This design comes from an exercise in tuning for small area, a short achievable clock period and few clock cycles per item on the open sky130 flow, not from production work.
Only the layout flow was run in this run; the RTL was not checked for function there.
No activity file was given, so power comes from the tool's default toggle rates.

==> config.mk <==
export PLATFORM = sky130hd
export DESIGN_NAME = ex_mdu
export DESIGN_NICKNAME = ex_mdu
export VERILOG_FILES = /design/flow/design.v
export SDC_FILE = /design/flow/constraint.sdc
export NUM_CORES = 4
export LEC_CHECK = 0
export ABC_AREA = 1
export CAP_MARGIN = 20
export CORE_MARGIN = 2
export CORE_UTILIZATION = 40
export SLEW_MARGIN = 20
==> constraint.sdc <==
create_clock -name core_clock -period 110.0 [get_ports {clk}]
set_input_delay 22.0000 -clock core_clock [delete_from_list [all_inputs] [get_ports {clk}]]
set_output_delay 22.0000 -clock core_clock [all_outputs]
set_load 0.01 [all_outputs]
==> design.v <==
`default_nettype none
module ex_mdu (
   input  logic        clk,
   input  logic        reset,
   input  logic        start,
   input  logic [2:0]  md_op,
   input  logic [31:0] rs,
   input  logic [31:0] rt,
   output logic        busy,
   output logic [31:0] hi,
   output logic [31:0] lo
);
   localparam int KM = 8;              
   localparam int W  = 32 + KM;        
   localparam logic [2:0] OP_MULT  = 3'd1;
   localparam logic [2:0] OP_MULTU = 3'd2;
   localparam logic [2:0] OP_DIV   = 3'd3;
   localparam logic [2:0] OP_DIVU  = 3'd4;
   localparam logic [2:0] OP_MTHI  = 3'd5;
   localparam logic [2:0] OP_MTLO  = 3'd6;
   logic        busy_q;
   logic [31:0] hi_q, lo_q;
   logic [31:0] b_q;                   
   logic [5:0]  rem_q;                 
   logic        mul_q, sgn_q, aneg_q, dneg_q, first_q, mb_q, corr_q;
   logic        qn;                    
   logic [31:0] dm, am;                
   logic [4:0]  ma, mdv;               
   logic [5:0]  sh;
   logic [4:0]  se;
   logic [31:0] bsh;
   always_comb begin
      qn  = aneg_q ^ dneg_q;
      dm  = b_q ^ {32{dneg_q}};
      am  = hi_q ^ {32{aneg_q}};
      ma  = 5'd0;
      mdv = 5'd0;
      for (int i = 0; i < 32; i++) begin
         if (am[i]) ma  = 5'(i);
         if (dm[i]) mdv = 5'(i);
      end
      sh  = {1'b0, ma} - {1'b0, mdv} + {5'd0, aneg_q};
      se  = (first_q & ~mul_q) ? sh[4:0] : 5'd0;
      bsh = b_q << se;
   end
   logic          mlast;
   logic          cdiv, one;
   logic [32:0]   hxv, bx, bm;
   logic          one0, two0, neg0, one1, two1, neg1;
   logic          one2, two2, neg2, one3, two3, neg3;
   logic [31:0]   dt;
   logic          dq;
   always_comb begin
      mlast = (rem_q == 6'(KM));
      bx    = {mul_q ? (sgn_q & b_q[31]) : ~aneg_q,
               bsh ^ {32{~mul_q & (aneg_q ^ ~dneg_q)}}};
      bm    = {sgn_q & b_q[31], b_q};
      hxv   = (mul_q & first_q) ? 33'h1_0000_0000
                                : {~((mul_q | aneg_q) & hi_q[31]), hi_q};
      one   = ~mul_q | corr_q;             
      cdiv  = ~mul_q & ~qn;
      one0  = one | (lo_q[0] ^ mb_q);
      two0  = ~one & (lo_q[1] ^ lo_q[0]) & ~(lo_q[0] ^ mb_q);
      neg0  = ~one & lo_q[1];
      one1  = ~one & (lo_q[2] ^ lo_q[1]);
      two1  = ~one & (lo_q[3] ^ lo_q[2]) & ~(lo_q[2] ^ lo_q[1]);
      neg1  = ~one & lo_q[3];
      one2  = ~one & (lo_q[4] ^ lo_q[3]);
      two2  = ~one & (lo_q[5] ^ lo_q[4]) & ~(lo_q[4] ^ lo_q[3]);
      neg2  = ~one & lo_q[5];
      one3  = ~one & (lo_q[6] ^ lo_q[5]);
      two3  = ~one & (lo_q[7] ^ lo_q[6]) & ~(lo_q[6] ^ lo_q[5]);
      neg3  = ~one & lo_q[7];
   end
   logic [33:0] pp0;
   assign pp0[0] = neg0 ^ ((one0 & bx[0]));
   assign pp0[1] = neg0 ^ ((one0 & bx[1]) | (two0 & bx[0]));
   assign pp0[2] = neg0 ^ ((one0 & bx[2]) | (two0 & bx[1]));
   assign pp0[3] = neg0 ^ ((one0 & bx[3]) | (two0 & bx[2]));
   assign pp0[4] = neg0 ^ ((one0 & bx[4]) | (two0 & bx[3]));
   assign pp0[5] = neg0 ^ ((one0 & bx[5]) | (two0 & bx[4]));
   assign pp0[6] = neg0 ^ ((one0 & bx[6]) | (two0 & bx[5]));
   assign pp0[7] = neg0 ^ ((one0 & bx[7]) | (two0 & bx[6]));
   assign pp0[8] = neg0 ^ ((one0 & bx[8]) | (two0 & bx[7]));
   assign pp0[9] = neg0 ^ ((one0 & bx[9]) | (two0 & bx[8]));
   assign pp0[10] = neg0 ^ ((one0 & bx[10]) | (two0 & bx[9]));
   assign pp0[11] = neg0 ^ ((one0 & bx[11]) | (two0 & bx[10]));
   assign pp0[12] = neg0 ^ ((one0 & bx[12]) | (two0 & bx[11]));
   assign pp0[13] = neg0 ^ ((one0 & bx[13]) | (two0 & bx[12]));
   assign pp0[14] = neg0 ^ ((one0 & bx[14]) | (two0 & bx[13]));
   assign pp0[15] = neg0 ^ ((one0 & bx[15]) | (two0 & bx[14]));
   assign pp0[16] = neg0 ^ ((one0 & bx[16]) | (two0 & bx[15]));
   assign pp0[17] = neg0 ^ ((one0 & bx[17]) | (two0 & bx[16]));
   assign pp0[18] = neg0 ^ ((one0 & bx[18]) | (two0 & bx[17]));
   assign pp0[19] = neg0 ^ ((one0 & bx[19]) | (two0 & bx[18]));
   assign pp0[20] = neg0 ^ ((one0 & bx[20]) | (two0 & bx[19]));
   assign pp0[21] = neg0 ^ ((one0 & bx[21]) | (two0 & bx[20]));
   assign pp0[22] = neg0 ^ ((one0 & bx[22]) | (two0 & bx[21]));
   assign pp0[23] = neg0 ^ ((one0 & bx[23]) | (two0 & bx[22]));
   assign pp0[24] = neg0 ^ ((one0 & bx[24]) | (two0 & bx[23]));
   assign pp0[25] = neg0 ^ ((one0 & bx[25]) | (two0 & bx[24]));
   assign pp0[26] = neg0 ^ ((one0 & bx[26]) | (two0 & bx[25]));
   assign pp0[27] = neg0 ^ ((one0 & bx[27]) | (two0 & bx[26]));
   assign pp0[28] = neg0 ^ ((one0 & bx[28]) | (two0 & bx[27]));
   assign pp0[29] = neg0 ^ ((one0 & bx[29]) | (two0 & bx[28]));
   assign pp0[30] = neg0 ^ ((one0 & bx[30]) | (two0 & bx[29]));
   assign pp0[31] = neg0 ^ ((one0 & bx[31]) | (two0 & bx[30]));
   assign pp0[32] = neg0 ^ ((one0 & bx[32]) | (two0 & bx[31]));
   assign pp0[33] = ~(neg0 ^ ((one0 & bx[32]) | (two0 & bx[32])));    
   logic [33:0] pp1;
   assign pp1[0] = neg1 ^ ((one1 & bm[0]));
   assign pp1[1] = neg1 ^ ((one1 & bm[1]) | (two1 & bm[0]));
   assign pp1[2] = neg1 ^ ((one1 & bm[2]) | (two1 & bm[1]));
   assign pp1[3] = neg1 ^ ((one1 & bm[3]) | (two1 & bm[2]));
   assign pp1[4] = neg1 ^ ((one1 & bm[4]) | (two1 & bm[3]));
   assign pp1[5] = neg1 ^ ((one1 & bm[5]) | (two1 & bm[4]));
   assign pp1[6] = neg1 ^ ((one1 & bm[6]) | (two1 & bm[5]));
   assign pp1[7] = neg1 ^ ((one1 & bm[7]) | (two1 & bm[6]));
   assign pp1[8] = neg1 ^ ((one1 & bm[8]) | (two1 & bm[7]));
   assign pp1[9] = neg1 ^ ((one1 & bm[9]) | (two1 & bm[8]));
   assign pp1[10] = neg1 ^ ((one1 & bm[10]) | (two1 & bm[9]));
   assign pp1[11] = neg1 ^ ((one1 & bm[11]) | (two1 & bm[10]));
   assign pp1[12] = neg1 ^ ((one1 & bm[12]) | (two1 & bm[11]));
   assign pp1[13] = neg1 ^ ((one1 & bm[13]) | (two1 & bm[12]));
   assign pp1[14] = neg1 ^ ((one1 & bm[14]) | (two1 & bm[13]));
   assign pp1[15] = neg1 ^ ((one1 & bm[15]) | (two1 & bm[14]));
   assign pp1[16] = neg1 ^ ((one1 & bm[16]) | (two1 & bm[15]));
   assign pp1[17] = neg1 ^ ((one1 & bm[17]) | (two1 & bm[16]));
   assign pp1[18] = neg1 ^ ((one1 & bm[18]) | (two1 & bm[17]));
   assign pp1[19] = neg1 ^ ((one1 & bm[19]) | (two1 & bm[18]));
   assign pp1[20] = neg1 ^ ((one1 & bm[20]) | (two1 & bm[19]));
   assign pp1[21] = neg1 ^ ((one1 & bm[21]) | (two1 & bm[20]));
   assign pp1[22] = neg1 ^ ((one1 & bm[22]) | (two1 & bm[21]));
   assign pp1[23] = neg1 ^ ((one1 & bm[23]) | (two1 & bm[22]));
   assign pp1[24] = neg1 ^ ((one1 & bm[24]) | (two1 & bm[23]));
   assign pp1[25] = neg1 ^ ((one1 & bm[25]) | (two1 & bm[24]));
   assign pp1[26] = neg1 ^ ((one1 & bm[26]) | (two1 & bm[25]));
   assign pp1[27] = neg1 ^ ((one1 & bm[27]) | (two1 & bm[26]));
   assign pp1[28] = neg1 ^ ((one1 & bm[28]) | (two1 & bm[27]));
   assign pp1[29] = neg1 ^ ((one1 & bm[29]) | (two1 & bm[28]));
   assign pp1[30] = neg1 ^ ((one1 & bm[30]) | (two1 & bm[29]));
   assign pp1[31] = neg1 ^ ((one1 & bm[31]) | (two1 & bm[30]));
   assign pp1[32] = neg1 ^ ((one1 & bm[32]) | (two1 & bm[31]));
   assign pp1[33] = ~(neg1 ^ ((one1 & bm[32]) | (two1 & bm[32])));    
   logic [33:0] pp2;
   assign pp2[0] = neg2 ^ ((one2 & bm[0]));
   assign pp2[1] = neg2 ^ ((one2 & bm[1]) | (two2 & bm[0]));
   assign pp2[2] = neg2 ^ ((one2 & bm[2]) | (two2 & bm[1]));
   assign pp2[3] = neg2 ^ ((one2 & bm[3]) | (two2 & bm[2]));
   assign pp2[4] = neg2 ^ ((one2 & bm[4]) | (two2 & bm[3]));
   assign pp2[5] = neg2 ^ ((one2 & bm[5]) | (two2 & bm[4]));
   assign pp2[6] = neg2 ^ ((one2 & bm[6]) | (two2 & bm[5]));
   assign pp2[7] = neg2 ^ ((one2 & bm[7]) | (two2 & bm[6]));
   assign pp2[8] = neg2 ^ ((one2 & bm[8]) | (two2 & bm[7]));
   assign pp2[9] = neg2 ^ ((one2 & bm[9]) | (two2 & bm[8]));
   assign pp2[10] = neg2 ^ ((one2 & bm[10]) | (two2 & bm[9]));
   assign pp2[11] = neg2 ^ ((one2 & bm[11]) | (two2 & bm[10]));
   assign pp2[12] = neg2 ^ ((one2 & bm[12]) | (two2 & bm[11]));
   assign pp2[13] = neg2 ^ ((one2 & bm[13]) | (two2 & bm[12]));
   assign pp2[14] = neg2 ^ ((one2 & bm[14]) | (two2 & bm[13]));
   assign pp2[15] = neg2 ^ ((one2 & bm[15]) | (two2 & bm[14]));
   assign pp2[16] = neg2 ^ ((one2 & bm[16]) | (two2 & bm[15]));
   assign pp2[17] = neg2 ^ ((one2 & bm[17]) | (two2 & bm[16]));
   assign pp2[18] = neg2 ^ ((one2 & bm[18]) | (two2 & bm[17]));
   assign pp2[19] = neg2 ^ ((one2 & bm[19]) | (two2 & bm[18]));
   assign pp2[20] = neg2 ^ ((one2 & bm[20]) | (two2 & bm[19]));
   assign pp2[21] = neg2 ^ ((one2 & bm[21]) | (two2 & bm[20]));
   assign pp2[22] = neg2 ^ ((one2 & bm[22]) | (two2 & bm[21]));
   assign pp2[23] = neg2 ^ ((one2 & bm[23]) | (two2 & bm[22]));
   assign pp2[24] = neg2 ^ ((one2 & bm[24]) | (two2 & bm[23]));
   assign pp2[25] = neg2 ^ ((one2 & bm[25]) | (two2 & bm[24]));
   assign pp2[26] = neg2 ^ ((one2 & bm[26]) | (two2 & bm[25]));
   assign pp2[27] = neg2 ^ ((one2 & bm[27]) | (two2 & bm[26]));
   assign pp2[28] = neg2 ^ ((one2 & bm[28]) | (two2 & bm[27]));
   assign pp2[29] = neg2 ^ ((one2 & bm[29]) | (two2 & bm[28]));
   assign pp2[30] = neg2 ^ ((one2 & bm[30]) | (two2 & bm[29]));
   assign pp2[31] = neg2 ^ ((one2 & bm[31]) | (two2 & bm[30]));
   assign pp2[32] = neg2 ^ ((one2 & bm[32]) | (two2 & bm[31]));
   assign pp2[33] = ~(neg2 ^ ((one2 & bm[32]) | (two2 & bm[32])));    
   logic [33:0] pp3;
   assign pp3[0] = neg3 ^ ((one3 & bm[0]));
   assign pp3[1] = neg3 ^ ((one3 & bm[1]) | (two3 & bm[0]));
   assign pp3[2] = neg3 ^ ((one3 & bm[2]) | (two3 & bm[1]));
   assign pp3[3] = neg3 ^ ((one3 & bm[3]) | (two3 & bm[2]));
   assign pp3[4] = neg3 ^ ((one3 & bm[4]) | (two3 & bm[3]));
   assign pp3[5] = neg3 ^ ((one3 & bm[5]) | (two3 & bm[4]));
   assign pp3[6] = neg3 ^ ((one3 & bm[6]) | (two3 & bm[5]));
   assign pp3[7] = neg3 ^ ((one3 & bm[7]) | (two3 & bm[6]));
   assign pp3[8] = neg3 ^ ((one3 & bm[8]) | (two3 & bm[7]));
   assign pp3[9] = neg3 ^ ((one3 & bm[9]) | (two3 & bm[8]));
   assign pp3[10] = neg3 ^ ((one3 & bm[10]) | (two3 & bm[9]));
   assign pp3[11] = neg3 ^ ((one3 & bm[11]) | (two3 & bm[10]));
   assign pp3[12] = neg3 ^ ((one3 & bm[12]) | (two3 & bm[11]));
   assign pp3[13] = neg3 ^ ((one3 & bm[13]) | (two3 & bm[12]));
   assign pp3[14] = neg3 ^ ((one3 & bm[14]) | (two3 & bm[13]));
   assign pp3[15] = neg3 ^ ((one3 & bm[15]) | (two3 & bm[14]));
   assign pp3[16] = neg3 ^ ((one3 & bm[16]) | (two3 & bm[15]));
   assign pp3[17] = neg3 ^ ((one3 & bm[17]) | (two3 & bm[16]));
   assign pp3[18] = neg3 ^ ((one3 & bm[18]) | (two3 & bm[17]));
   assign pp3[19] = neg3 ^ ((one3 & bm[19]) | (two3 & bm[18]));
   assign pp3[20] = neg3 ^ ((one3 & bm[20]) | (two3 & bm[19]));
   assign pp3[21] = neg3 ^ ((one3 & bm[21]) | (two3 & bm[20]));
   assign pp3[22] = neg3 ^ ((one3 & bm[22]) | (two3 & bm[21]));
   assign pp3[23] = neg3 ^ ((one3 & bm[23]) | (two3 & bm[22]));
   assign pp3[24] = neg3 ^ ((one3 & bm[24]) | (two3 & bm[23]));
   assign pp3[25] = neg3 ^ ((one3 & bm[25]) | (two3 & bm[24]));
   assign pp3[26] = neg3 ^ ((one3 & bm[26]) | (two3 & bm[25]));
   assign pp3[27] = neg3 ^ ((one3 & bm[27]) | (two3 & bm[26]));
   assign pp3[28] = neg3 ^ ((one3 & bm[28]) | (two3 & bm[27]));
   assign pp3[29] = neg3 ^ ((one3 & bm[29]) | (two3 & bm[28]));
   assign pp3[30] = neg3 ^ ((one3 & bm[30]) | (two3 & bm[29]));
   assign pp3[31] = neg3 ^ ((one3 & bm[31]) | (two3 & bm[30]));
   assign pp3[32] = neg3 ^ ((one3 & bm[32]) | (two3 & bm[31]));
   assign pp3[33] = ~(neg3 ^ ((one3 & bm[32]) | (two3 & bm[32])));    
   logic hs1, hc2;
   assign hs1 = hxv[4] ^ pp1[2];
   assign hc2 = hxv[4] & pp1[2];
   logic hs3, hc4;
   assign hs3 = hxv[5] ^ pp1[3];
   assign hc4 = hxv[5] & pp1[3];
   logic fp5, fs6, fc7;
   assign fp5 = hxv[6] ^ pp1[4];
   assign fs6 = fp5 ^ pp2[2];
   assign fc7 = (hxv[6] & pp1[4]) | (fp5 & pp2[2]);
   logic hs8, hc9;
   assign hs8 = pp3[0] ^ neg3;
   assign hc9 = pp3[0] & neg3;
   logic fp10, fs11, fc12;
   assign fp10 = hxv[7] ^ pp1[5];
   assign fs11 = fp10 ^ pp2[3];
   assign fc12 = (hxv[7] & pp1[5]) | (fp10 & pp2[3]);
   logic hs13, hc14;
   assign hs13 = pp3[1] ^ pp0[7];
   assign hc14 = pp3[1] & pp0[7];
   logic fp15, fs16, fc17;
   assign fp15 = hxv[8] ^ pp1[6];
   assign fs16 = fp15 ^ pp2[4];
   assign fc17 = (hxv[8] & pp1[6]) | (fp15 & pp2[4]);
   logic hs18, hc19;
   assign hs18 = pp3[2] ^ pp0[8];
   assign hc19 = pp3[2] & pp0[8];
   logic fp20, fs21, fc22;
   assign fp20 = hxv[9] ^ pp1[7];
   assign fs21 = fp20 ^ pp2[5];
   assign fc22 = (hxv[9] & pp1[7]) | (fp20 & pp2[5]);
   logic hs23, hc24;
   assign hs23 = pp3[3] ^ pp0[9];
   assign hc24 = pp3[3] & pp0[9];
   logic fp25, fs26, fc27;
   assign fp25 = hxv[10] ^ pp1[8];
   assign fs26 = fp25 ^ pp2[6];
   assign fc27 = (hxv[10] & pp1[8]) | (fp25 & pp2[6]);
   logic hs28, hc29;
   assign hs28 = pp3[4] ^ pp0[10];
   assign hc29 = pp3[4] & pp0[10];
   logic fp30, fs31, fc32;
   assign fp30 = hxv[11] ^ pp1[9];
   assign fs31 = fp30 ^ pp2[7];
   assign fc32 = (hxv[11] & pp1[9]) | (fp30 & pp2[7]);
   logic hs33, hc34;
   assign hs33 = pp3[5] ^ pp0[11];
   assign hc34 = pp3[5] & pp0[11];
   logic fp35, fs36, fc37;
   assign fp35 = hxv[12] ^ pp1[10];
   assign fs36 = fp35 ^ pp2[8];
   assign fc37 = (hxv[12] & pp1[10]) | (fp35 & pp2[8]);
   logic hs38, hc39;
   assign hs38 = pp3[6] ^ pp0[12];
   assign hc39 = pp3[6] & pp0[12];
   logic fp40, fs41, fc42;
   assign fp40 = hxv[13] ^ pp1[11];
   assign fs41 = fp40 ^ pp2[9];
   assign fc42 = (hxv[13] & pp1[11]) | (fp40 & pp2[9]);
   logic hs43, hc44;
   assign hs43 = pp3[7] ^ pp0[13];
   assign hc44 = pp3[7] & pp0[13];
   logic fp45, fs46, fc47;
   assign fp45 = hxv[14] ^ pp1[12];
   assign fs46 = fp45 ^ pp2[10];
   assign fc47 = (hxv[14] & pp1[12]) | (fp45 & pp2[10]);
   logic hs48, hc49;
   assign hs48 = pp3[8] ^ pp0[14];
   assign hc49 = pp3[8] & pp0[14];
   logic fp50, fs51, fc52;
   assign fp50 = hxv[15] ^ pp1[13];
   assign fs51 = fp50 ^ pp2[11];
   assign fc52 = (hxv[15] & pp1[13]) | (fp50 & pp2[11]);
   logic hs53, hc54;
   assign hs53 = pp3[9] ^ pp0[15];
   assign hc54 = pp3[9] & pp0[15];
   logic fp55, fs56, fc57;
   assign fp55 = hxv[16] ^ pp1[14];
   assign fs56 = fp55 ^ pp2[12];
   assign fc57 = (hxv[16] & pp1[14]) | (fp55 & pp2[12]);
   logic hs58, hc59;
   assign hs58 = pp3[10] ^ pp0[16];
   assign hc59 = pp3[10] & pp0[16];
   logic fp60, fs61, fc62;
   assign fp60 = hxv[17] ^ pp1[15];
   assign fs61 = fp60 ^ pp2[13];
   assign fc62 = (hxv[17] & pp1[15]) | (fp60 & pp2[13]);
   logic hs63, hc64;
   assign hs63 = pp3[11] ^ pp0[17];
   assign hc64 = pp3[11] & pp0[17];
   logic fp65, fs66, fc67;
   assign fp65 = hxv[18] ^ pp1[16];
   assign fs66 = fp65 ^ pp2[14];
   assign fc67 = (hxv[18] & pp1[16]) | (fp65 & pp2[14]);
   logic hs68, hc69;
   assign hs68 = pp3[12] ^ pp0[18];
   assign hc69 = pp3[12] & pp0[18];
   logic fp70, fs71, fc72;
   assign fp70 = hxv[19] ^ pp1[17];
   assign fs71 = fp70 ^ pp2[15];
   assign fc72 = (hxv[19] & pp1[17]) | (fp70 & pp2[15]);
   logic hs73, hc74;
   assign hs73 = pp3[13] ^ pp0[19];
   assign hc74 = pp3[13] & pp0[19];
   logic fp75, fs76, fc77;
   assign fp75 = hxv[20] ^ pp1[18];
   assign fs76 = fp75 ^ pp2[16];
   assign fc77 = (hxv[20] & pp1[18]) | (fp75 & pp2[16]);
   logic hs78, hc79;
   assign hs78 = pp3[14] ^ pp0[20];
   assign hc79 = pp3[14] & pp0[20];
   logic fp80, fs81, fc82;
   assign fp80 = hxv[21] ^ pp1[19];
   assign fs81 = fp80 ^ pp2[17];
   assign fc82 = (hxv[21] & pp1[19]) | (fp80 & pp2[17]);
   logic hs83, hc84;
   assign hs83 = pp3[15] ^ pp0[21];
   assign hc84 = pp3[15] & pp0[21];
   logic fp85, fs86, fc87;
   assign fp85 = hxv[22] ^ pp1[20];
   assign fs86 = fp85 ^ pp2[18];
   assign fc87 = (hxv[22] & pp1[20]) | (fp85 & pp2[18]);
   logic hs88, hc89;
   assign hs88 = pp3[16] ^ pp0[22];
   assign hc89 = pp3[16] & pp0[22];
   logic fp90, fs91, fc92;
   assign fp90 = hxv[23] ^ pp1[21];
   assign fs91 = fp90 ^ pp2[19];
   assign fc92 = (hxv[23] & pp1[21]) | (fp90 & pp2[19]);
   logic hs93, hc94;
   assign hs93 = pp3[17] ^ pp0[23];
   assign hc94 = pp3[17] & pp0[23];
   logic fp95, fs96, fc97;
   assign fp95 = hxv[24] ^ pp1[22];
   assign fs96 = fp95 ^ pp2[20];
   assign fc97 = (hxv[24] & pp1[22]) | (fp95 & pp2[20]);
   logic hs98, hc99;
   assign hs98 = pp3[18] ^ pp0[24];
   assign hc99 = pp3[18] & pp0[24];
   logic fp100, fs101, fc102;
   assign fp100 = hxv[25] ^ pp1[23];
   assign fs101 = fp100 ^ pp2[21];
   assign fc102 = (hxv[25] & pp1[23]) | (fp100 & pp2[21]);
   logic hs103, hc104;
   assign hs103 = pp3[19] ^ pp0[25];
   assign hc104 = pp3[19] & pp0[25];
   logic fp105, fs106, fc107;
   assign fp105 = hxv[26] ^ pp1[24];
   assign fs106 = fp105 ^ pp2[22];
   assign fc107 = (hxv[26] & pp1[24]) | (fp105 & pp2[22]);
   logic hs108, hc109;
   assign hs108 = pp3[20] ^ pp0[26];
   assign hc109 = pp3[20] & pp0[26];
   logic fp110, fs111, fc112;
   assign fp110 = hxv[27] ^ pp1[25];
   assign fs111 = fp110 ^ pp2[23];
   assign fc112 = (hxv[27] & pp1[25]) | (fp110 & pp2[23]);
   logic hs113, hc114;
   assign hs113 = pp3[21] ^ pp0[27];
   assign hc114 = pp3[21] & pp0[27];
   logic fp115, fs116, fc117;
   assign fp115 = hxv[28] ^ pp1[26];
   assign fs116 = fp115 ^ pp2[24];
   assign fc117 = (hxv[28] & pp1[26]) | (fp115 & pp2[24]);
   logic hs118, hc119;
   assign hs118 = pp3[22] ^ pp0[28];
   assign hc119 = pp3[22] & pp0[28];
   logic fp120, fs121, fc122;
   assign fp120 = hxv[29] ^ pp1[27];
   assign fs121 = fp120 ^ pp2[25];
   assign fc122 = (hxv[29] & pp1[27]) | (fp120 & pp2[25]);
   logic hs123, hc124;
   assign hs123 = pp3[23] ^ pp0[29];
   assign hc124 = pp3[23] & pp0[29];
   logic fp125, fs126, fc127;
   assign fp125 = hxv[30] ^ pp1[28];
   assign fs126 = fp125 ^ pp2[26];
   assign fc127 = (hxv[30] & pp1[28]) | (fp125 & pp2[26]);
   logic hs128, hc129;
   assign hs128 = pp3[24] ^ pp0[30];
   assign hc129 = pp3[24] & pp0[30];
   logic fp130, fs131, fc132;
   assign fp130 = hxv[31] ^ pp1[29];
   assign fs131 = fp130 ^ pp2[27];
   assign fc132 = (hxv[31] & pp1[29]) | (fp130 & pp2[27]);
   logic hs133, hc134;
   assign hs133 = pp3[25] ^ pp0[31];
   assign hc134 = pp3[25] & pp0[31];
   logic fp135, fs136, fc137;
   assign fp135 = hxv[32] ^ pp1[30];
   assign fs136 = fp135 ^ pp2[28];
   assign fc137 = (hxv[32] & pp1[30]) | (fp135 & pp2[28]);
   logic fp138, fs139, fc140;
   assign fp138 = pp3[26] ^ 1'b1;
   assign fs139 = fp138 ^ pp0[32];
   assign fc140 = (pp3[26] & 1'b1) | (fp138 & pp0[32]);
   logic fp141, fs142, fc143;
   assign fp141 = pp1[31] ^ pp2[29];
   assign fs142 = fp141 ^ pp3[27];
   assign fc143 = (pp1[31] & pp2[29]) | (fp141 & pp3[27]);
   logic hs144, hc145;
   assign hs144 = pp1[32] ^ pp2[30];
   assign hc145 = pp1[32] & pp2[30];
   logic hs146, hc147;
   assign hs146 = hxv[0] ^ pp0[0];
   assign hc147 = hxv[0] & pp0[0];
   logic hs148, hc149;
   assign hs148 = hxv[2] ^ pp1[0];
   assign hc149 = hxv[2] & pp1[0];
   logic hs150, hc151;
   assign hs150 = hxv[3] ^ pp1[1];
   assign hc151 = hxv[3] & pp1[1];
   logic fp152, fs153, fc154;
   assign fp152 = pp2[0] ^ neg2;
   assign fs153 = fp152 ^ hs1;
   assign fc154 = (pp2[0] & neg2) | (fp152 & hs1);
   logic fp155, fs156, fc157;
   assign fp155 = pp2[1] ^ hc2;
   assign fs156 = fp155 ^ hs3;
   assign fc157 = (pp2[1] & hc2) | (fp155 & hs3);
   logic fp158, fs159, fc160;
   assign fp158 = hc4 ^ hs8;
   assign fs159 = fp158 ^ fs6;
   assign fc160 = (hc4 & hs8) | (fp158 & fs6);
   logic fp161, fs162, fc163;
   assign fp161 = hc9 ^ fc7;
   assign fs162 = fp161 ^ fs11;
   assign fc163 = (hc9 & fc7) | (fp161 & fs11);
   logic fp164, fs165, fc166;
   assign fp164 = fc12 ^ fs16;
   assign fs165 = fp164 ^ hc14;
   assign fc166 = (fc12 & fs16) | (fp164 & hc14);
   logic fp167, fs168, fc169;
   assign fp167 = fc17 ^ fs21;
   assign fs168 = fp167 ^ hc19;
   assign fc169 = (fc17 & fs21) | (fp167 & hc19);
   logic fp170, fs171, fc172;
   assign fp170 = fc22 ^ fs26;
   assign fs171 = fp170 ^ hc24;
   assign fc172 = (fc22 & fs26) | (fp170 & hc24);
   logic fp173, fs174, fc175;
   assign fp173 = fc27 ^ fs31;
   assign fs174 = fp173 ^ hc29;
   assign fc175 = (fc27 & fs31) | (fp173 & hc29);
   logic fp176, fs177, fc178;
   assign fp176 = fc32 ^ fs36;
   assign fs177 = fp176 ^ hc34;
   assign fc178 = (fc32 & fs36) | (fp176 & hc34);
   logic fp179, fs180, fc181;
   assign fp179 = fc37 ^ fs41;
   assign fs180 = fp179 ^ hc39;
   assign fc181 = (fc37 & fs41) | (fp179 & hc39);
   logic fp182, fs183, fc184;
   assign fp182 = fc42 ^ fs46;
   assign fs183 = fp182 ^ hc44;
   assign fc184 = (fc42 & fs46) | (fp182 & hc44);
   logic fp185, fs186, fc187;
   assign fp185 = fc47 ^ fs51;
   assign fs186 = fp185 ^ hc49;
   assign fc187 = (fc47 & fs51) | (fp185 & hc49);
   logic fp188, fs189, fc190;
   assign fp188 = fc52 ^ fs56;
   assign fs189 = fp188 ^ hc54;
   assign fc190 = (fc52 & fs56) | (fp188 & hc54);
   logic fp191, fs192, fc193;
   assign fp191 = fc57 ^ fs61;
   assign fs192 = fp191 ^ hc59;
   assign fc193 = (fc57 & fs61) | (fp191 & hc59);
   logic fp194, fs195, fc196;
   assign fp194 = fc62 ^ fs66;
   assign fs195 = fp194 ^ hc64;
   assign fc196 = (fc62 & fs66) | (fp194 & hc64);
   logic fp197, fs198, fc199;
   assign fp197 = fc67 ^ fs71;
   assign fs198 = fp197 ^ hc69;
   assign fc199 = (fc67 & fs71) | (fp197 & hc69);
   logic fp200, fs201, fc202;
   assign fp200 = fc72 ^ fs76;
   assign fs201 = fp200 ^ hc74;
   assign fc202 = (fc72 & fs76) | (fp200 & hc74);
   logic fp203, fs204, fc205;
   assign fp203 = fc77 ^ fs81;
   assign fs204 = fp203 ^ hc79;
   assign fc205 = (fc77 & fs81) | (fp203 & hc79);
   logic fp206, fs207, fc208;
   assign fp206 = fc82 ^ fs86;
   assign fs207 = fp206 ^ hc84;
   assign fc208 = (fc82 & fs86) | (fp206 & hc84);
   logic fp209, fs210, fc211;
   assign fp209 = fc87 ^ fs91;
   assign fs210 = fp209 ^ hc89;
   assign fc211 = (fc87 & fs91) | (fp209 & hc89);
   logic fp212, fs213, fc214;
   assign fp212 = fc92 ^ fs96;
   assign fs213 = fp212 ^ hc94;
   assign fc214 = (fc92 & fs96) | (fp212 & hc94);
   logic fp215, fs216, fc217;
   assign fp215 = fc97 ^ fs101;
   assign fs216 = fp215 ^ hc99;
   assign fc217 = (fc97 & fs101) | (fp215 & hc99);
   logic fp218, fs219, fc220;
   assign fp218 = fc102 ^ fs106;
   assign fs219 = fp218 ^ hc104;
   assign fc220 = (fc102 & fs106) | (fp218 & hc104);
   logic fp221, fs222, fc223;
   assign fp221 = fc107 ^ fs111;
   assign fs222 = fp221 ^ hc109;
   assign fc223 = (fc107 & fs111) | (fp221 & hc109);
   logic fp224, fs225, fc226;
   assign fp224 = fc112 ^ fs116;
   assign fs225 = fp224 ^ hc114;
   assign fc226 = (fc112 & fs116) | (fp224 & hc114);
   logic fp227, fs228, fc229;
   assign fp227 = fc117 ^ fs121;
   assign fs228 = fp227 ^ hc119;
   assign fc229 = (fc117 & fs121) | (fp227 & hc119);
   logic fp230, fs231, fc232;
   assign fp230 = fc122 ^ fs126;
   assign fs231 = fp230 ^ hc124;
   assign fc232 = (fc122 & fs126) | (fp230 & hc124);
   logic fp233, fs234, fc235;
   assign fp233 = fc127 ^ fs131;
   assign fs234 = fp233 ^ hc129;
   assign fc235 = (fc127 & fs131) | (fp233 & hc129);
   logic fp236, fs237, fc238;
   assign fp236 = fc132 ^ fs136;
   assign fs237 = fp236 ^ hc134;
   assign fc238 = (fc132 & fs136) | (fp236 & hc134);
   logic fp239, fs240, fc241;
   assign fp239 = fc137 ^ fs142;
   assign fs240 = fp239 ^ pp0[33];
   assign fc241 = (fc137 & fs142) | (fp239 & pp0[33]);
   logic fp242, fs243, fc244;
   assign fp242 = pp3[28] ^ 1'b1;
   assign fs243 = fp242 ^ hs144;
   assign fc244 = (pp3[28] & 1'b1) | (fp242 & hs144);
   logic fp245, fs246, fc247;
   assign fp245 = pp1[33] ^ pp2[31];
   assign fs246 = fp245 ^ pp3[29];
   assign fc247 = (pp1[33] & pp2[31]) | (fp245 & pp3[29]);
   logic hs248, hc249;
   assign hs248 = pp2[32] ^ pp3[30];
   assign hc249 = pp2[32] & pp3[30];
   logic hs250, hc251;
   assign hs250 = neg0 ^ cdiv;
   assign hc251 = neg0 & cdiv;
   logic fp252, fs253, fc254;
   assign fp252 = hxv[1] ^ pp0[1];
   assign fs253 = fp252 ^ hc147;
   assign fc254 = (hxv[1] & pp0[1]) | (fp252 & hc147);
   logic fp255, fs256, fc257;
   assign fp255 = neg1 ^ hs148;
   assign fs256 = fp255 ^ pp0[2];
   assign fc257 = (neg1 & hs148) | (fp255 & pp0[2]);
   logic fp258, fs259, fc260;
   assign fp258 = hc149 ^ hs150;
   assign fs259 = fp258 ^ pp0[3];
   assign fc260 = (hc149 & hs150) | (fp258 & pp0[3]);
   logic fp261, fs262, fc263;
   assign fp261 = hc151 ^ fs153;
   assign fs262 = fp261 ^ pp0[4];
   assign fc263 = (hc151 & fs153) | (fp261 & pp0[4]);
   logic fp264, fs265, fc266;
   assign fp264 = fc154 ^ fs156;
   assign fs265 = fp264 ^ pp0[5];
   assign fc266 = (fc154 & fs156) | (fp264 & pp0[5]);
   logic fp267, fs268, fc269;
   assign fp267 = fc157 ^ fs159;
   assign fs268 = fp267 ^ pp0[6];
   assign fc269 = (fc157 & fs159) | (fp267 & pp0[6]);
   logic fp270, fs271, fc272;
   assign fp270 = fc160 ^ fs162;
   assign fs271 = fp270 ^ hs13;
   assign fc272 = (fc160 & fs162) | (fp270 & hs13);
   logic fp273, fs274, fc275;
   assign fp273 = fc163 ^ hs18;
   assign fs274 = fp273 ^ fs165;
   assign fc275 = (fc163 & hs18) | (fp273 & fs165);
   logic fp276, fs277, fc278;
   assign fp276 = hs23 ^ fc166;
   assign fs277 = fp276 ^ fs168;
   assign fc278 = (hs23 & fc166) | (fp276 & fs168);
   logic fp279, fs280, fc281;
   assign fp279 = hs28 ^ fc169;
   assign fs280 = fp279 ^ fs171;
   assign fc281 = (hs28 & fc169) | (fp279 & fs171);
   logic fp282, fs283, fc284;
   assign fp282 = hs33 ^ fc172;
   assign fs283 = fp282 ^ fs174;
   assign fc284 = (hs33 & fc172) | (fp282 & fs174);
   logic fp285, fs286, fc287;
   assign fp285 = hs38 ^ fc175;
   assign fs286 = fp285 ^ fs177;
   assign fc287 = (hs38 & fc175) | (fp285 & fs177);
   logic fp288, fs289, fc290;
   assign fp288 = hs43 ^ fc178;
   assign fs289 = fp288 ^ fs180;
   assign fc290 = (hs43 & fc178) | (fp288 & fs180);
   logic fp291, fs292, fc293;
   assign fp291 = hs48 ^ fc181;
   assign fs292 = fp291 ^ fs183;
   assign fc293 = (hs48 & fc181) | (fp291 & fs183);
   logic fp294, fs295, fc296;
   assign fp294 = hs53 ^ fc184;
   assign fs295 = fp294 ^ fs186;
   assign fc296 = (hs53 & fc184) | (fp294 & fs186);
   logic fp297, fs298, fc299;
   assign fp297 = hs58 ^ fc187;
   assign fs298 = fp297 ^ fs189;
   assign fc299 = (hs58 & fc187) | (fp297 & fs189);
   logic fp300, fs301, fc302;
   assign fp300 = hs63 ^ fc190;
   assign fs301 = fp300 ^ fs192;
   assign fc302 = (hs63 & fc190) | (fp300 & fs192);
   logic fp303, fs304, fc305;
   assign fp303 = hs68 ^ fc193;
   assign fs304 = fp303 ^ fs195;
   assign fc305 = (hs68 & fc193) | (fp303 & fs195);
   logic fp306, fs307, fc308;
   assign fp306 = hs73 ^ fc196;
   assign fs307 = fp306 ^ fs198;
   assign fc308 = (hs73 & fc196) | (fp306 & fs198);
   logic fp309, fs310, fc311;
   assign fp309 = hs78 ^ fc199;
   assign fs310 = fp309 ^ fs201;
   assign fc311 = (hs78 & fc199) | (fp309 & fs201);
   logic fp312, fs313, fc314;
   assign fp312 = hs83 ^ fc202;
   assign fs313 = fp312 ^ fs204;
   assign fc314 = (hs83 & fc202) | (fp312 & fs204);
   logic fp315, fs316, fc317;
   assign fp315 = hs88 ^ fc205;
   assign fs316 = fp315 ^ fs207;
   assign fc317 = (hs88 & fc205) | (fp315 & fs207);
   logic fp318, fs319, fc320;
   assign fp318 = hs93 ^ fc208;
   assign fs319 = fp318 ^ fs210;
   assign fc320 = (hs93 & fc208) | (fp318 & fs210);
   logic fp321, fs322, fc323;
   assign fp321 = hs98 ^ fc211;
   assign fs322 = fp321 ^ fs213;
   assign fc323 = (hs98 & fc211) | (fp321 & fs213);
   logic fp324, fs325, fc326;
   assign fp324 = hs103 ^ fc214;
   assign fs325 = fp324 ^ fs216;
   assign fc326 = (hs103 & fc214) | (fp324 & fs216);
   logic fp327, fs328, fc329;
   assign fp327 = hs108 ^ fc217;
   assign fs328 = fp327 ^ fs219;
   assign fc329 = (hs108 & fc217) | (fp327 & fs219);
   logic fp330, fs331, fc332;
   assign fp330 = hs113 ^ fc220;
   assign fs331 = fp330 ^ fs222;
   assign fc332 = (hs113 & fc220) | (fp330 & fs222);
   logic fp333, fs334, fc335;
   assign fp333 = hs118 ^ fc223;
   assign fs334 = fp333 ^ fs225;
   assign fc335 = (hs118 & fc223) | (fp333 & fs225);
   logic fp336, fs337, fc338;
   assign fp336 = hs123 ^ fc226;
   assign fs337 = fp336 ^ fs228;
   assign fc338 = (hs123 & fc226) | (fp336 & fs228);
   logic fp339, fs340, fc341;
   assign fp339 = hs128 ^ fc229;
   assign fs340 = fp339 ^ fs231;
   assign fc341 = (hs128 & fc229) | (fp339 & fs231);
   logic fp342, fs343, fc344;
   assign fp342 = hs133 ^ fc232;
   assign fs343 = fp342 ^ fs234;
   assign fc344 = (hs133 & fc232) | (fp342 & fs234);
   logic fp345, fs346, fc347;
   assign fp345 = fs139 ^ fc235;
   assign fs346 = fp345 ^ fs237;
   assign fc347 = (fs139 & fc235) | (fp345 & fs237);
   logic fp348, fs349, fc350;
   assign fp348 = fc140 ^ fs240;
   assign fs349 = fp348 ^ fc238;
   assign fc350 = (fc140 & fs240) | (fp348 & fc238);
   logic fp351, fs352, fc353;
   assign fp351 = fc143 ^ fs243;
   assign fs352 = fp351 ^ fc241;
   assign fc353 = (fc143 & fs243) | (fp351 & fc241);
   logic fp354, fs355, fc356;
   assign fp354 = hc145 ^ fs246;
   assign fs355 = fp354 ^ fc244;
   assign fc356 = (hc145 & fs246) | (fp354 & fc244);
   logic fp357, fs358, fc359;
   assign fp357 = 1'b1 ^ hs248;
   assign fs358 = fp357 ^ fc247;
   assign fc359 = (1'b1 & hs248) | (fp357 & fc247);
   logic fp360, fs361, fc362;
   assign fp360 = pp2[33] ^ pp3[31];
   assign fs361 = fp360 ^ hc249;
   assign fc362 = (pp2[33] & pp3[31]) | (fp360 & hc249);
   logic hs363, hc364;
   assign hs363 = pp3[32] ^ 1'b1;
   assign hc364 = pp3[32] & 1'b1;
   logic [39:0] msum;
   logic hs365, hc366;
   assign hs365 = hs146 ^ hs250;
   assign hc366 = hs146 & hs250;
   assign msum[0] = hs365;
   logic fp367, fs368, fc369;
   assign fp367 = hc251 ^ fs253;
   assign fs368 = fp367 ^ hc366;
   assign fc369 = (hc251 & fs253) | (fp367 & hc366);
   assign msum[1] = fs368;
   logic fp370, fs371, fc372;
   assign fp370 = fc254 ^ fs256;
   assign fs371 = fp370 ^ fc369;
   assign fc372 = (fc254 & fs256) | (fp370 & fc369);
   assign msum[2] = fs371;
   logic fp373, fs374, fc375;
   assign fp373 = fc257 ^ fs259;
   assign fs374 = fp373 ^ fc372;
   assign fc375 = (fc257 & fs259) | (fp373 & fc372);
   assign msum[3] = fs374;
   logic fp376, fs377, fc378;
   assign fp376 = fc260 ^ fs262;
   assign fs377 = fp376 ^ fc375;
   assign fc378 = (fc260 & fs262) | (fp376 & fc375);
   assign msum[4] = fs377;
   logic fp379, fs380, fc381;
   assign fp379 = fc263 ^ fs265;
   assign fs380 = fp379 ^ fc378;
   assign fc381 = (fc263 & fs265) | (fp379 & fc378);
   assign msum[5] = fs380;
   logic fp382, fs383, fc384;
   assign fp382 = fc266 ^ fs268;
   assign fs383 = fp382 ^ fc381;
   assign fc384 = (fc266 & fs268) | (fp382 & fc381);
   assign msum[6] = fs383;
   logic fp385, fs386, fc387;
   assign fp385 = fc269 ^ fs271;
   assign fs386 = fp385 ^ fc384;
   assign fc387 = (fc269 & fs271) | (fp385 & fc384);
   assign msum[7] = fs386;
   logic fp388, fs389, fc390;
   assign fp388 = fc272 ^ fs274;
   assign fs389 = fp388 ^ fc387;
   assign fc390 = (fc272 & fs274) | (fp388 & fc387);
   assign msum[8] = fs389;
   logic fp391, fs392, fc393;
   assign fp391 = fc275 ^ fs277;
   assign fs392 = fp391 ^ fc390;
   assign fc393 = (fc275 & fs277) | (fp391 & fc390);
   assign msum[9] = fs392;
   logic fp394, fs395, fc396;
   assign fp394 = fc278 ^ fs280;
   assign fs395 = fp394 ^ fc393;
   assign fc396 = (fc278 & fs280) | (fp394 & fc393);
   assign msum[10] = fs395;
   logic fp397, fs398, fc399;
   assign fp397 = fc281 ^ fs283;
   assign fs398 = fp397 ^ fc396;
   assign fc399 = (fc281 & fs283) | (fp397 & fc396);
   assign msum[11] = fs398;
   logic fp400, fs401, fc402;
   assign fp400 = fc284 ^ fs286;
   assign fs401 = fp400 ^ fc399;
   assign fc402 = (fc284 & fs286) | (fp400 & fc399);
   assign msum[12] = fs401;
   logic fp403, fs404, fc405;
   assign fp403 = fc287 ^ fs289;
   assign fs404 = fp403 ^ fc402;
   assign fc405 = (fc287 & fs289) | (fp403 & fc402);
   assign msum[13] = fs404;
   logic fp406, fs407, fc408;
   assign fp406 = fc290 ^ fs292;
   assign fs407 = fp406 ^ fc405;
   assign fc408 = (fc290 & fs292) | (fp406 & fc405);
   assign msum[14] = fs407;
   logic fp409, fs410, fc411;
   assign fp409 = fc293 ^ fs295;
   assign fs410 = fp409 ^ fc408;
   assign fc411 = (fc293 & fs295) | (fp409 & fc408);
   assign msum[15] = fs410;
   logic fp412, fs413, fc414;
   assign fp412 = fc296 ^ fs298;
   assign fs413 = fp412 ^ fc411;
   assign fc414 = (fc296 & fs298) | (fp412 & fc411);
   assign msum[16] = fs413;
   logic fp415, fs416, fc417;
   assign fp415 = fc299 ^ fs301;
   assign fs416 = fp415 ^ fc414;
   assign fc417 = (fc299 & fs301) | (fp415 & fc414);
   assign msum[17] = fs416;
   logic fp418, fs419, fc420;
   assign fp418 = fc302 ^ fs304;
   assign fs419 = fp418 ^ fc417;
   assign fc420 = (fc302 & fs304) | (fp418 & fc417);
   assign msum[18] = fs419;
   logic fp421, fs422, fc423;
   assign fp421 = fc305 ^ fs307;
   assign fs422 = fp421 ^ fc420;
   assign fc423 = (fc305 & fs307) | (fp421 & fc420);
   assign msum[19] = fs422;
   logic fp424, fs425, fc426;
   assign fp424 = fc308 ^ fs310;
   assign fs425 = fp424 ^ fc423;
   assign fc426 = (fc308 & fs310) | (fp424 & fc423);
   assign msum[20] = fs425;
   logic fp427, fs428, fc429;
   assign fp427 = fc311 ^ fs313;
   assign fs428 = fp427 ^ fc426;
   assign fc429 = (fc311 & fs313) | (fp427 & fc426);
   assign msum[21] = fs428;
   logic fp430, fs431, fc432;
   assign fp430 = fc314 ^ fs316;
   assign fs431 = fp430 ^ fc429;
   assign fc432 = (fc314 & fs316) | (fp430 & fc429);
   assign msum[22] = fs431;
   logic fp433, fs434, fc435;
   assign fp433 = fc317 ^ fs319;
   assign fs434 = fp433 ^ fc432;
   assign fc435 = (fc317 & fs319) | (fp433 & fc432);
   assign msum[23] = fs434;
   logic fp436, fs437, fc438;
   assign fp436 = fc320 ^ fs322;
   assign fs437 = fp436 ^ fc435;
   assign fc438 = (fc320 & fs322) | (fp436 & fc435);
   assign msum[24] = fs437;
   logic fp439, fs440, fc441;
   assign fp439 = fc323 ^ fs325;
   assign fs440 = fp439 ^ fc438;
   assign fc441 = (fc323 & fs325) | (fp439 & fc438);
   assign msum[25] = fs440;
   logic fp442, fs443, fc444;
   assign fp442 = fc326 ^ fs328;
   assign fs443 = fp442 ^ fc441;
   assign fc444 = (fc326 & fs328) | (fp442 & fc441);
   assign msum[26] = fs443;
   logic fp445, fs446, fc447;
   assign fp445 = fc329 ^ fs331;
   assign fs446 = fp445 ^ fc444;
   assign fc447 = (fc329 & fs331) | (fp445 & fc444);
   assign msum[27] = fs446;
   logic fp448, fs449, fc450;
   assign fp448 = fc332 ^ fs334;
   assign fs449 = fp448 ^ fc447;
   assign fc450 = (fc332 & fs334) | (fp448 & fc447);
   assign msum[28] = fs449;
   logic fp451, fs452, fc453;
   assign fp451 = fc335 ^ fs337;
   assign fs452 = fp451 ^ fc450;
   assign fc453 = (fc335 & fs337) | (fp451 & fc450);
   assign msum[29] = fs452;
   logic fp454, fs455, fc456;
   assign fp454 = fc338 ^ fs340;
   assign fs455 = fp454 ^ fc453;
   assign fc456 = (fc338 & fs340) | (fp454 & fc453);
   assign msum[30] = fs455;
   logic fp457, fs458, fc459;
   assign fp457 = fc341 ^ fs343;
   assign fs458 = fp457 ^ fc456;
   assign fc459 = (fc341 & fs343) | (fp457 & fc456);
   assign msum[31] = fs458;
   logic fp460, fs461, fc462;
   assign fp460 = fc344 ^ fs346;
   assign fs461 = fp460 ^ fc459;
   assign fc462 = (fc344 & fs346) | (fp460 & fc459);
   assign msum[32] = fs461;
   logic fp463, fs464, fc465;
   assign fp463 = fc347 ^ fs349;
   assign fs464 = fp463 ^ fc462;
   assign fc465 = (fc347 & fs349) | (fp463 & fc462);
   assign msum[33] = fs464;
   logic fp466, fs467, fc468;
   assign fp466 = fc350 ^ fs352;
   assign fs467 = fp466 ^ fc465;
   assign fc468 = (fc350 & fs352) | (fp466 & fc465);
   assign msum[34] = fs467;
   logic fp469, fs470, fc471;
   assign fp469 = fc353 ^ fs355;
   assign fs470 = fp469 ^ fc468;
   assign fc471 = (fc353 & fs355) | (fp469 & fc468);
   assign msum[35] = fs470;
   logic fp472, fs473, fc474;
   assign fp472 = fc356 ^ fs358;
   assign fs473 = fp472 ^ fc471;
   assign fc474 = (fc356 & fs358) | (fp472 & fc471);
   assign msum[36] = fs473;
   logic fp475, fs476, fc477;
   assign fp475 = fc359 ^ fs361;
   assign fs476 = fp475 ^ fc474;
   assign fc477 = (fc359 & fs361) | (fp475 & fc474);
   assign msum[37] = fs476;
   logic fp478, fs479, fc480;
   assign fp478 = fc362 ^ hs363;
   assign fs479 = fp478 ^ fc477;
   assign fc480 = (fc362 & hs363) | (fp478 & fc477);
   assign msum[38] = fs479;
   logic fp481, fs482, fc483;
   assign fp481 = pp3[33] ^ hc364;
   assign fs482 = fp481 ^ fc480;
   assign fc483 = (pp3[33] & hc364) | (fp481 & fc480);
   assign msum[39] = fs482;
   assign dt = msum[31:0];
   assign dq = aneg_q ? (msum[32] | (msum[32:0] == 33'd0)) : ~msum[32];
   logic        dlast;
   assign dlast = first_q ? (sh[5] | (sh[4:0] == 5'd0)) : (rem_q == 6'd0);
   logic [30:0] qb, qbi;
   logic        qx, qi, qc;
   logic [31:0] lo_dv;
   always_comb begin
      qb = first_q ? {31{qn}} : lo_q[30:0];
      qx = (dq & ~(first_q & sh[5])) ^ qn;
      qi = dlast & qn;
      qc = 1'b1;
      for (int i = 0; i < 31; i++) begin
         qbi[i] = qb[i] ^ qc;
         qc     = qb[i] & qc;
      end
      lo_dv = {(qx & qi) ? qbi : qb, qx ^ qi};
   end
   logic        op_mul, op_div, op_dsg, zero;
   assign op_mul = (md_op == OP_MULT) | (md_op == OP_MULTU);
   assign op_div = (md_op == OP_DIV) | (md_op == OP_DIVU);
   assign op_dsg = (md_op == OP_DIV);
   assign zero   = (rt == 32'd0);
   always_ff @(posedge clk) begin
      if (!busy_q) begin
         mul_q   <= ~op_div;
         sgn_q   <= (md_op == OP_MULT);
         aneg_q  <= op_dsg & rs[31];
         dneg_q  <= op_dsg & rt[31];
         first_q <= 1'b1;
         mb_q    <= 1'b0;
         corr_q  <= 1'b0;
         rem_q   <= 6'd32;
         b_q     <= rt;
      end
      if (reset) begin
         busy_q <= 1'b0;
         hi_q   <= 32'd0;
         lo_q   <= 32'd0;
      end else if (!busy_q) begin
         if (start) begin
            if (op_mul | (op_div & ~zero)) busy_q <= 1'b1;
            if (op_mul) lo_q <= rs;
            if (op_div & ~zero) hi_q <= rs;
            if (md_op == OP_MTHI) hi_q <= rs;
            if (md_op == OP_MTLO) lo_q <= rs;
         end
      end else if (corr_q) begin
         hi_q   <= msum[31:0];
         busy_q <= 1'b0;
      end else if (mul_q) begin
         first_q <= 1'b0;
         mb_q    <= lo_q[KM-1];
         hi_q  <= msum[W-1:KM];
         lo_q  <= {msum[KM-1:0], lo_q[31:KM]};
         rem_q <= rem_q - 6'(KM);
         if (mlast) begin
            if (~sgn_q & lo_q[KM-1]) corr_q <= 1'b1;
            else                     busy_q <= 1'b0;
         end
      end else begin
         first_q <= 1'b0;
         if (dq & ~(first_q & sh[5])) hi_q <= dt[31:0];
         lo_q  <= lo_dv;
         b_q   <= {dneg_q, bsh[31:1]};
         rem_q <= first_q ? {1'b0, sh[4:0]} - 6'd1 : rem_q - 6'd1;
         if (dlast) busy_q <= 1'b0;
      end
   end
   assign busy = busy_q;
   assign hi   = hi_q;
   assign lo   = lo_q;
endmodule
`default_nettype wire
==> flow/run.sh <==
#!/bin/bash
# Own layout flow: the standard layout (standard.sh: standard synthesis,
# floorplan, place, CTS, route, finish) with two changes:
#  - the buffers ORFS puts on every input and output port are
#    sky130_fd_sc_hd__buf_1 cells instead of the default choice
#    (clkdlybuf4s50_1, a slow and large delay buffer);
#  - ORFS's setup repair after CTS works on every
#    path with less than SETUP_SLACK_MARGIN ns of slack, so it also speeds up
#    the paths from the inputs, which set the period this design achieves.
#    The clock period and all constraints stay the design's.
# Full make output goes to flow_standard.log in the work folder.
set -euo pipefail
cd "$(dirname "${BASH_SOURCE[0]}")/.."
export BUFFER_PORTS_ARGS="-buffer_cell sky130_fd_sc_hd__buf_1"
export SETUP_SLACK_MARGIN=86.6
export SKIP_INCREMENTAL_REPAIR=1
status=0
bash standard.sh > flow_standard.log 2>&1 || status=$?
tail -n 20 flow_standard.log
exit $status
==> standard.sh <==
#!/bin/bash
# synth_recipe.tcl (not shown) runs the flow's synth.tcl, then flattens the netlist and writes it again
# the make line also repeats each setting of config.mk as NAME=value (left out here)
make -C /OpenROAD-flow-scripts/flow DESIGN_CONFIG=/design/flow/config.mk WORK_HOME=/design/flow/orfs CLKGATE_MAP_FILE= SYNTH_SCRIPT=/design/flow/synth_recipe.tcl "${@:-finish}"
==> notes.md <==
status complete, no violations; Cells after Synth about 2,400; Ports 135; vias per cell around 5.7; post-synthesis xor/xnor area fraction 0.124; area of the core 40,800 um^2; Die Wd 208 um; syn nets between 2,000 and 3,000; Rel. slew slack 0.337; GRT Overall Usage 0.281; fin. max-slew vios 0; total grt overflow 0; asr flop ratio synth 0; Yosys Warn Count 1; Post-Syn Area per Cell between 6 and 7 um^2; max frequency 42.0 MHz; vias in the first global route 15,900; WL per Instance 20.2 um; DRT iter0 DRCs 1,904; clock-pin slew on the worst setup and hold paths 90 ps; hold crit path type flip-flop to flip-flop; number of buffers created by CTS 9; final core utilization 0.442; Crit Path Class primary input to flip-flop; Clock Tree Root clkbuf_16; initial antenna violation count 1; hold_buf cts 0; Layout area overhead 8.92%; DRC errors left 0; largest net degree at the start of global routing 81; WP data required 110,340 ps; most frequently used flop master after synthesis dfxtp_1; crit-path max FO 12; Port Buffers 134; Post-Route WL between 60,000 and 70,000 um; total die area roughly 43,000 um^2; delay of the slowest cell on the worst path between 500 and 600 ps; Slowest cell on crit path or4_4; Adder-Cell Fraction of Synth Area 0.221; ANT cells 0; Post-Synth Simple-Gate Area 0.172; Die H about 210 um; Pwr per Cell Area around 34 nW/um^2; Final Cycle Share 0.217; maximum VDD drop 24.0 uV; Lkg Pwr 8.62 nW; largest family of logic cells by synthesized area adder cells; WP data arrival 24,170 ps; via count 17,000; worst path cell trace buf_1, or4_4, nor4_4, nand4_1, o21a_1, nor2_2, a21oi_4, nand2_8, buf_8, o21ai_0, nor2_1; CTS tree yes; crit path time final 23,830 ps; Worst-Skew Late Latency approximately 410 ps; Setup Viol. Count Final 0; Fin. Hold Viols 0; site row count 74; worst-margin pin slew 994 ps; # H-tree levels 3; Sink Count 110; number of synthesized flops with an enable pin 7; layout cells sized above 1 0.0500; skew final about 18 ps; complex-gate fraction of the synthesized area 0.217; Mapped Area about 17,000 um^2; Critical Path Start Type primary input; gpl congestion 0.968; Layout Nets approximately 2,800; post-DP HPWL about 46,000 um; setup TNS 0 ps; Seq/Total Area, Yosys 0.137; Post-CTS Setup Bufs 6; DR pass1 iterations 9; number of gates resized after cts between 60 and 70; Post-DRT Antenna Nets 0; initial core utilization 0.406; Crit. End Element flip-flop; Max Cap Violations 0; post-synthesis mux area share 0.00121; Synth Register Bits between 100 and 150; Netlist cell types between 50 and 60; global-route wire length before repair 94,700 um; clk buf depth 2
[per-stage QoR]
stage	hold WS, ps	total power, mW	worst slack [ps]	cell area (um^2)	std cells
global placement	478	0.546	84940	17400	2985
finish	520	0.612	86170	18100	3012
CTS	514	0.601	86200	18100	3012
global route	548	0.666	85050	18100	3012
floorplan	458	0.387	86330	16600	2436
detailed placement	496	0.551	84870	17400	2985
[synthesized netlist by cell type, types with 8 or more instances]
cell,number,share of area
a21oi_1,100,0.030
a22o_1,18,0.0095
a31oi_1,40,0.015
buf_1,14,0.0032
buf_2,32,0.0097
clkbuf_1,94,0.021
clkinv_1,8,0.0018
dfxtp_1,103,0.12
fa_1,133,0.16
ha_1,80,0.060
inv_1,377,0.085
inv_2,10,0.0023
nand2_1,439,0.099
nand3_1,33,0.010
nand4_1,9,0.0034
nor2_1,174,0.039
nor3_1,13,0.0039
nor4_1,13,0.0049
o211ai_1,16,0.0072
o21ai_0,266,0.080
o21ai_1,32,0.0097
o22ai_1,119,0.045
xnor2_1,35,0.018
xor2_1,200,0.11
[state kept, by name (all words and copies together), names as in the netlist]
| name | flops |
|---|---|
| hi_q | 32 |
| dneg_q | 1 |
| rem_q | 6 |
| aneg_q | 1 |
| busy_q | 1 |
| sgn_q | 1 |
| first_q | 1 |
| lo_q | 32 |
| mb_q | 1 |
| mul_q | 1 |
| b_q | 32 |
| corr_q | 1 |
[worst paths after layout]
check / startpoint / endpoint / slack (ps) / cells after the start
worst max-delay path: rt[10] / hi_q[12]$_SDFFE_PP0P_ / 86170 / 11
worst min-delay path: rem_q[4]$_DFF_P_ / rem_q[4]$_DFF_P_ / 520 / 2
worst max register to register: dneg_q$_DFFE_PN_ / hi_q[30]$_SDFFE_PP0P_ / 86330 / 96
worst min register to register: rem_q[4]$_DFF_P_ / rem_q[4]$_DFF_P_ / 520 / 2
[worst max-delay path: cells and delay by family]
kind	cells	cell delay, ps
AO/OA/AOI/OAI	3	430
buffers and inverters	2	270
AND/OR/NAND/NOR	6	1440
[area by class of cell]
type                    count  area (um^2)
well taps                 532          666
clock inverters             7         82.6
flip-flops and latches    110         2270
multi-input cells        1786        12400
fillers                  4249        22800
repair buffers            172          891
inverters                 395         1500
repair inverters            1         16.3
clock buffers               9          225
[logic make-up after synthesis]
group,Yosys count
simple gates,703
compound gates,630
mux,2
buf+inv,543
fa+ha+maj,213
xor+xnor,235
flops,110
[layer usage]
metal | wire, um | global-route usage | part of all wire
met1 | 26000 | 0.388 | 0.43
met2 | 26800 | 0.434 | 0.44
met3 | 5080 | 0.0354 | 0.083
met4 | 3070 | 0.138 | 0.050
met5 | 15 | 0 | 0.00025
[report_power, final]
group / switching [mW] / internal, mW / leakage [nW]
sequential: 0.00815 / 0.0456 / 0.935
combinational: 0.334 / 0.187 / 7.54
clock: 0.0188 / 0.0180 / 0.146
total: 0.361 / 0.250 / 8.62
[cells in the final DEF (no fill, tap or decap), types with 4 or more instances in the layout]
| cell type | Yosys | final |
|---|---|---|
| nor4_1 | 13 | 9 |
| nor2_4 | 4 | 6 |
| xor2_1 | 200 | 199 |
| or2_2 | 4 | 4 |
| nor3_1 | 13 | 13 |
| o31ai_1 | 7 | 7 |
| fa_2 | 0 | 8 |
| a21oi_1 | 100 | 98 |
| ha_1 | 80 | 80 |
| a221o_1 | 5 | 5 |
| inv_1 | 377 | 376 |
| buf_12 | 0 | 5 |
| clkbuf_16 | 0 | 9 |
| nand4_1 | 9 | 9 |
| o21ai_2 | 4 | 6 |
| o21a_1 | 7 | 7 |
| o22ai_1 | 119 | 119 |
| edfxtp_1 | 7 | 7 |
| buf_1 | 14 | 134 |
| o221ai_1 | 7 | 7 |
| fa_1 | 133 | 125 |
| xnor2_1 | 35 | 35 |
| nand3_1 | 33 | 33 |
| a22o_1 | 18 | 18 |
| a31oi_1 | 40 | 40 |
| clkinv_1 | 8 | 7 |
| dfxtp_1 | 103 | 102 |
| inv_2 | 10 | 8 |
| nand2_1 | 439 | 438 |
| o21ai_0 | 266 | 257 |
| nor2_1 | 174 | 164 |
| nor2_2 | 2 | 10 |
| buf_4 | 6 | 29 |
| o21ai_1 | 32 | 39 |
| o211ai_1 | 16 | 16 |

-- re-timing with driven ports --
How much do the figures lean on ideal ports? The routed layout below was timed once more, with nothing changed but the port constraints.
Step 1, drivers: a clkbuf_16 drives clk and a buf_2 each remaining input, both assumed.
Step 2 times the ports against the registers' clock, not the clock port: input delays grow and output delays shrink by t, the midpoint of the rising clock arrivals with the driver on.
Three values: ideal, step 1, step 2; two values: the first two.
t (ns): 0.450
setup slack, ns: 86.174 / 86.205 / 85.755
worst setup path at the end: input to register
worst register clock-pin slew, ns: 0.09 / 0.09
cell pins on the clock port's net: 1
After both steps setup and hold are still met in this run. For this run, drivers alone change the setup slack by +0.031 ns; drivers and shift together by -0.419 ns.
